This design comes from an exercise in tuning for small area and a short achievable clock period on the open sky130 flow, not from production work. Only simulation tests tie the RTL to the original design; equivalence was not proved.

==> branch sierra: inputs <==
==> flow/design.v <==
package sort_pkg;
	localparam int word_w     = 40;    
	localparam int key_w      = 20;    
	localparam int depth      = 5;     
	localparam int count_w    = 3;     
	localparam int idle_limit = 16;    
	localparam int idle_w     = 5;     
	typedef struct packed {
		logic [3:0]       src;     
		logic [13:0]      spare;
		logic [key_w-1:0] key;
		logic [1:0]       tag;
	} sort_fields_t;
	typedef union packed {
		logic [word_w-1:0] raw;
		sort_fields_t      f;
	} sort_word_t;
endpackage
`timescale 1ns/1ps
module sort_buffer (
	input  logic                 clk,
	input  logic                 rst_n,
	input  sort_pkg::sort_word_t data_in,
	input  logic                 valid_in,
	input  logic                 ready,
	output sort_pkg::sort_word_t data_out,
	output logic                 valid_out,
	output logic                 full
);
	localparam int ns = sort_pkg::depth + 1;
	localparam int w  = sort_pkg::word_w;
	logic [ns-1:0][w-1:0] slot;        
	logic [ns-1:0]        occ;         
	logic [ns-1:0]        optr;        
	logic [ns-1:0][ns-1:0] prec;       
	logic [sort_pkg::idle_w-1:0] idle_cnt;
	logic                 at_limit;
	logic [ns-1:0]        lt;          
	logic [ns-1:0]        head;        
	logic [ns-1:0]        fsel;        
	logic                 in_first;    
	logic                 full_next;
	always_comb begin
		logic [sort_pkg::key_w-1:0] g, t, kin, ks;
		kin = data_in.f.key;
		for (int i = 0; i < ns; i++) begin
			ks = slot[i][sort_pkg::key_w+1:2];
			g  = ~kin & ks;
			t  = ~kin | ks;
			for (int s = 1; s < sort_pkg::key_w; s = s * 2) begin
				for (int k = 0; k + s < sort_pkg::key_w; k = k + 2 * s) begin
					g[k] = g[k+s] | (t[k+s] & g[k]);
					t[k] = t[k+s] & t[k];
				end
			end
			lt[i] = g[0];
		end
	end
	always_comb begin
		for (int i = 0; i < ns; i++) begin
			head[i] = occ[i];
			for (int j = 0; j < ns; j++) begin
				if (j > i && occ[j] && !prec[i][j]) head[i] = 1'b0;
				if (j < i && occ[j] && prec[j][i]) head[i] = 1'b0;
			end
		end
	end
	always_comb begin
		logic taken;
		taken = 1'b0;
		for (int i = 0; i < ns; i++) begin
			fsel[i] = !occ[i] && !taken;
			if (!occ[i]) taken = 1'b1;
		end
	end
	always_comb begin
		logic seen;
		seen      = 1'b0;
		full_next = 1'b0;
		for (int i = 0; i < ns; i++) begin
			if (!occ[i] && !fsel[i]) begin
				full_next = !seen;
				seen      = 1'b1;
			end
		end
	end
	assign in_first  = |(head & lt);
	assign at_limit  = (int'(idle_cnt) == sort_pkg::idle_limit);
	always_comb begin
		data_out = '0;
		for (int i = 0; i < ns; i++) begin
			if (optr[i]) data_out = data_out | slot[i];
		end
	end
	always_ff @(posedge clk or negedge rst_n) begin
		if (!rst_n) begin
			occ       <= '0;
			full      <= 1'b0;
			valid_out <= 1'b0;
			idle_cnt  <= '0;
		end else if (ready) begin
			if (valid_in) begin
				idle_cnt <= '0;
			end else if (!at_limit) begin
				idle_cnt <= idle_cnt + 1'b1;
			end
			if (valid_in && !full) begin
				occ       <= occ | fsel;
				full      <= full_next;
				valid_out <= 1'b0;
			end else if (valid_in) begin
				valid_out <= 1'b1;
				if (!in_first) occ <= (occ & ~head) | fsel;
			end else if (at_limit && occ != '0) begin
				valid_out <= 1'b1;
				occ       <= occ & ~head;
				full      <= 1'b0;
			end else begin
				valid_out <= 1'b0;
			end
		end
	end
	always_ff @(posedge clk) begin
		if (ready) begin
			if (valid_in && full) begin
				optr <= in_first ? fsel : head;
			end else if (!valid_in && at_limit && occ != '0) begin
				optr <= head;
			end
		end
	end
	always_ff @(posedge clk) begin
		for (int i = 0; i < ns; i++) begin
			if (ready && valid_in && fsel[i]) slot[i] <= data_in;
		end
	end
	always_ff @(posedge clk) begin
		for (int i = 0; i < ns; i++) begin
			for (int j = i + 1; j < ns; j++) begin
				if (ready && valid_in && fsel[i]) prec[i][j] <= lt[j];
				else if (ready && valid_in && fsel[j]) prec[i][j] <= !lt[i];
			end
		end
	end
endmodule
==> flow/flow/run.sh <==
#!/bin/bash
set -euo pipefail
bash standard.sh \
	"BUFFER_PORTS_ARGS=-buffer_cell sky130_fd_sc_hd__buf_2" \
	SETUP_SLACK_MARGIN=7 \
	finish > standard_flow.log 2>&1
==> flow/standard.sh <==
#!/bin/bash
# synth_recipe.tcl (not shown) runs the flow's synth.tcl, then flattens the netlist and writes it again
# the make line also repeats each setting of config.mk as NAME=value (left out here)
make -C /OpenROAD-flow-scripts/flow DESIGN_CONFIG=/design/flow/config.mk WORK_HOME=/design/flow/orfs CLKGATE_MAP_FILE= SYNTH_SCRIPT=/design/flow/synth_recipe.tcl "${@:-finish}"
==> flow/config.mk <==
export PLATFORM = sky130hd
export DESIGN_NAME = sort_buffer
export DESIGN_NICKNAME = sort_buffer
export VERILOG_FILES = /design/flow/design.v
export SDC_FILE = /design/flow/constraint.sdc
export NUM_CORES = 8
export LEC_CHECK = 0
export CAP_MARGIN = 20
export CORE_MARGIN = 2
export CORE_UTILIZATION = 30
export SETUP_SLACK_MARGIN = 0.6
export SLEW_MARGIN = 20
==> flow/constraint.sdc <==
create_clock -name core_clock -period 12.0 [get_ports {clk}]
set_input_delay 2.4000 -clock core_clock [delete_from_list [all_inputs] [get_ports {clk}]]
set_output_delay 2.4000 -clock core_clock [all_outputs]
set_load 0.01 [all_outputs]
==> branch delta: changes against branch sierra <==
--- a/flow/design.v
+++ b/flow/design.v
@@ -19,2 +19,21 @@
 `timescale 1ns/1ps
+module sort_key_compare (
+	input  logic [sort_pkg::key_w-1:0] in_key,
+	input  logic [sort_pkg::key_w-1:0] key,
+	output logic                       lt
+);
+	always_comb begin
+		logic [sort_pkg::key_w-1:0] g, t;
+		g = ~in_key & key;
+		t = ~in_key | key;
+		for (int s = 1; s < sort_pkg::key_w; s = s * 2) begin
+			for (int k = 0; k + s < sort_pkg::key_w; k = k + 2 * s) begin
+				g[k] = g[k+s] | (t[k+s] & g[k]);
+				t[k] = t[k+s] & t[k];
+			end
+		end
+		lt = g[0];
+	end
+endmodule
+`timescale 1ns/1ps
 module sort_buffer (
@@ -29,24 +48,27 @@
 );
-	localparam int ns = sort_pkg::depth + 1;
+	localparam int ns = sort_pkg::depth;
 	localparam int w  = sort_pkg::word_w;
-	logic [ns-1:0][w-1:0] slot;        
-	logic [ns-1:0]        occ;         
-	logic [ns-1:0]        optr;        
+	localparam int kw = sort_pkg::key_w;
+	logic [ns-1:0][w-1:0]  slot;       
+	logic [ns-1:0]         occ;        
 	logic [ns-1:0][ns-1:0] prec;       
 	logic [sort_pkg::idle_w-1:0] idle_cnt;
-	logic                 at_limit;
-	logic [ns-1:0]        lt;          
-	logic [ns-1:0]        head;        
-	logic [ns-1:0]        fsel;        
-	logic                 in_first;    
-	logic                 full_next;
+	logic                  at_limit;
+	logic                  drain;
+	logic [ns-1:0]         lt;         
+	logic [ns-1:0]         head;       
+	logic [ns-1:0]         fsel;       
+	logic [ns-1:0]         wsel;       
+	logic                  in_first;   
+	logic                  wr;         
+	logic [w-1:0]          head_rec;
 	always_comb begin
-		logic [sort_pkg::key_w-1:0] g, t, kin, ks;
+		logic [kw-1:0] g, t, kin, ks;
 		kin = data_in.f.key;
 		for (int i = 0; i < ns; i++) begin
-			ks = slot[i][sort_pkg::key_w+1:2];
+			ks = slot[i][kw+1:2];
 			g  = ~kin & ks;
 			t  = ~kin | ks;
-			for (int s = 1; s < sort_pkg::key_w; s = s * 2) begin
-				for (int k = 0; k + s < sort_pkg::key_w; k = k + 2 * s) begin
+			for (int s = 1; s < kw; s = s * 2) begin
+				for (int k = 0; k + s < kw; k = k + 2 * s) begin
 					g[k] = g[k+s] | (t[k+s] & g[k]);
@@ -76,20 +98,16 @@
 	always_comb begin
-		logic seen;
-		seen      = 1'b0;
-		full_next = 1'b0;
+		head_rec = '0;
 		for (int i = 0; i < ns; i++) begin
-			if (!occ[i] && !fsel[i]) begin
-				full_next = !seen;
-				seen      = 1'b1;
-			end
+			if (head[i]) head_rec = head_rec | slot[i];
 		end
 	end
-	assign in_first  = |(head & lt);
-	assign at_limit  = (int'(idle_cnt) == sort_pkg::idle_limit);
-	always_comb begin
-		data_out = '0;
-		for (int i = 0; i < ns; i++) begin
-			if (optr[i]) data_out = data_out | slot[i];
-		end
-	end
+	sort_key_compare sort_key_compare_inst (
+		.in_key   (data_in.f.key),
+		.key      (head_rec[kw+1:2]),
+		.lt       (in_first)
+	);
+	assign at_limit = (int'(idle_cnt) == sort_pkg::idle_limit);
+	assign drain    = !valid_in && at_limit && occ != '0;
+	assign wsel     = full ? head : fsel;
+	assign wr       = ready && valid_in && !(full && in_first);
 	always_ff @(posedge clk or negedge rst_n) begin
@@ -108,3 +126,3 @@
 				occ       <= occ | fsel;
-				full      <= full_next;
+				full      <= &(occ | fsel);
 				valid_out <= 1'b0;
@@ -112,4 +130,3 @@
 				valid_out <= 1'b1;
-				if (!in_first) occ <= (occ & ~head) | fsel;
-			end else if (at_limit && occ != '0) begin
+			end else if (drain) begin
 				valid_out <= 1'b1;
@@ -124,7 +141,3 @@
 		if (ready) begin
-			if (valid_in && full) begin
-				optr <= in_first ? fsel : head;
-			end else if (!valid_in && at_limit && occ != '0) begin
-				optr <= head;
-			end
+			data_out <= (valid_in && in_first) ? data_in : head_rec;
 		end
@@ -133,3 +146,3 @@
 		for (int i = 0; i < ns; i++) begin
-			if (ready && valid_in && fsel[i]) slot[i] <= data_in;
+			if (wr && wsel[i]) slot[i] <= data_in;
 		end
@@ -139,4 +152,4 @@
 			for (int j = i + 1; j < ns; j++) begin
-				if (ready && valid_in && fsel[i]) prec[i][j] <= lt[j];
-				else if (ready && valid_in && fsel[j]) prec[i][j] <= !lt[i];
+				if (wr && wsel[i]) prec[i][j] <= lt[j];
+				else if (wr && wsel[j]) prec[i][j] <= !lt[i];
 			end
==> flow/flow/run.sh (replaced) <==
#!/bin/bash
# The standard layout (standard.sh) with these changes:
#  - synthesis is the standard flow's script, with abc run from flow/abc.script (here a
#    copy of ORFS's abc_speed.script) through flow/synth.tcl;
#  - the port buffers are buf_2 cells (buffer_ports otherwise picks a slow
#    clock delay cell);
#  - the timing repair aims for a larger setup margin, and its total
#    negative slack pass covers the worst 10% of endpoints;
#  - clock tree synthesis clusters up to 30 sinks per clkbuf_16 and adds no
#    dummy loads.
set -euo pipefail
here=$(pwd)
export FLOW_ABC_SCRIPT=$here/flow/abc.script
bash standard.sh \
	SYNTH_SCRIPT=$here/flow/synth.tcl \
	"BUFFER_PORTS_ARGS=-buffer_cell sky130_fd_sc_hd__buf_2" \
	SETUP_SLACK_MARGIN=8 \
	TNS_END_PERCENT=10 \
	"CTS_ARGS=-sink_clustering_enable -repair_clock_nets -sink_clustering_size 30 -sink_clustering_max_diameter 100 -buf_list sky130_fd_sc_hd__clkbuf_16 -dont_use_dummy_load" \
	finish > standard_flow.log 2>&1
==> flow/flow/abc.script (new file) <==
&get -n
&st
&dch
&nf
&st
&syn2
&if -g -K 6
&synch2
&nf
&st
&syn2
&if -g -K 6
&synch2
&nf
&st
&syn2
&if -g -K 6
&synch2
&nf
&st
&syn2
&if -g -K 6
&synch2
&nf
&st
&syn2
&if -g -K 6
&synch2
&nf
&put
buffer -c
topo
stime -c
upsize -c
dnsize -c
==> flow/flow/synth.tcl (new file) <==
# The standard synthesis script (synth_recipe.tcl), with one change: the
# combinational mapping runs abc with the script in flow/abc.script instead
# of ORFS's abc_speed.script. Registers are mapped before abc, as in the
# standard synthesis, so they keep their cells and names.
proc synth {args} { yosys synth -nofsm -noshare {*}$args }
proc abc {args} {
  set i [lsearch $args -script]
  if {$i >= 0} { lset args [expr {$i + 1}] $::env(FLOW_ABC_SCRIPT) }
  yosys abc {*}$args
}
source $::env(SCRIPTS_DIR)/synth.tcl
# left out here: clear keep_hierarchy, flatten, clean up, hide names made inside functions, write 1_2_yosys.v
--- a/flow/config.mk
+++ b/flow/config.mk
@@ -9,4 +9,5 @@
 export CORE_MARGIN = 2
-export CORE_UTILIZATION = 30
+export CORE_UTILIZATION = 60
 export SETUP_SLACK_MARGIN = 0.6
 export SLEW_MARGIN = 20
+export SYNTH_HIERARCHICAL = 1
==> impl_metrics.yaml <==
run_status:
  outcome: "finished clean"
place:
  hpwl_um: 21650
  gp_congestion: 0.8658
route:
  wl_met1_um: 15880
yosys:
  yosys.area_share.adder: 0.01538
critical_path:
  r2r-end: "optr[1]"
  r2r-start: "slot[92]"
The numbers above come from branch sierra.

==> impl_metrics.yaml <==
run_status:
  outcome: "finished clean"
route:
  wl_met1_um: 12690
critical_path:
  r2r-start: "occ[3]"
yosys:
  yosys.area_share.adder: 0.01249
place:
  hpwl_um: 18190
The numbers above come from branch delta.

## separate check: timing with driven ports
No port has a modelled driver above. Below, the same layouts with a new extraction and two added sets of constraints.
Step 1 assumes that a clkbuf_16 drives the clock port and a buf_2 every other input.
Step 2 adds t to the input delays and takes it off the output delays; t is the mean of the earliest and latest rising clock arrival at the registers after step 1. Input paths then give back, and output paths get back, about the clock's delay inside the block.
a / b / c = ideal ports / drivers / drivers and shift; a / b = the first two.
run | t, ns | setup slack, ns | pins driven straight from the clock port
branch sierra | 0.617 | 7.104 / 7.087 / 6.470 | 1
branch delta | 0.520 | 7.679 / 7.657 / 7.137 | 1
After both steps every run listed still meets setup and hold. For branch sierra, which loses most, drivers alone change the setup slack by -0.017 ns; drivers and shift together by -0.634 ns.
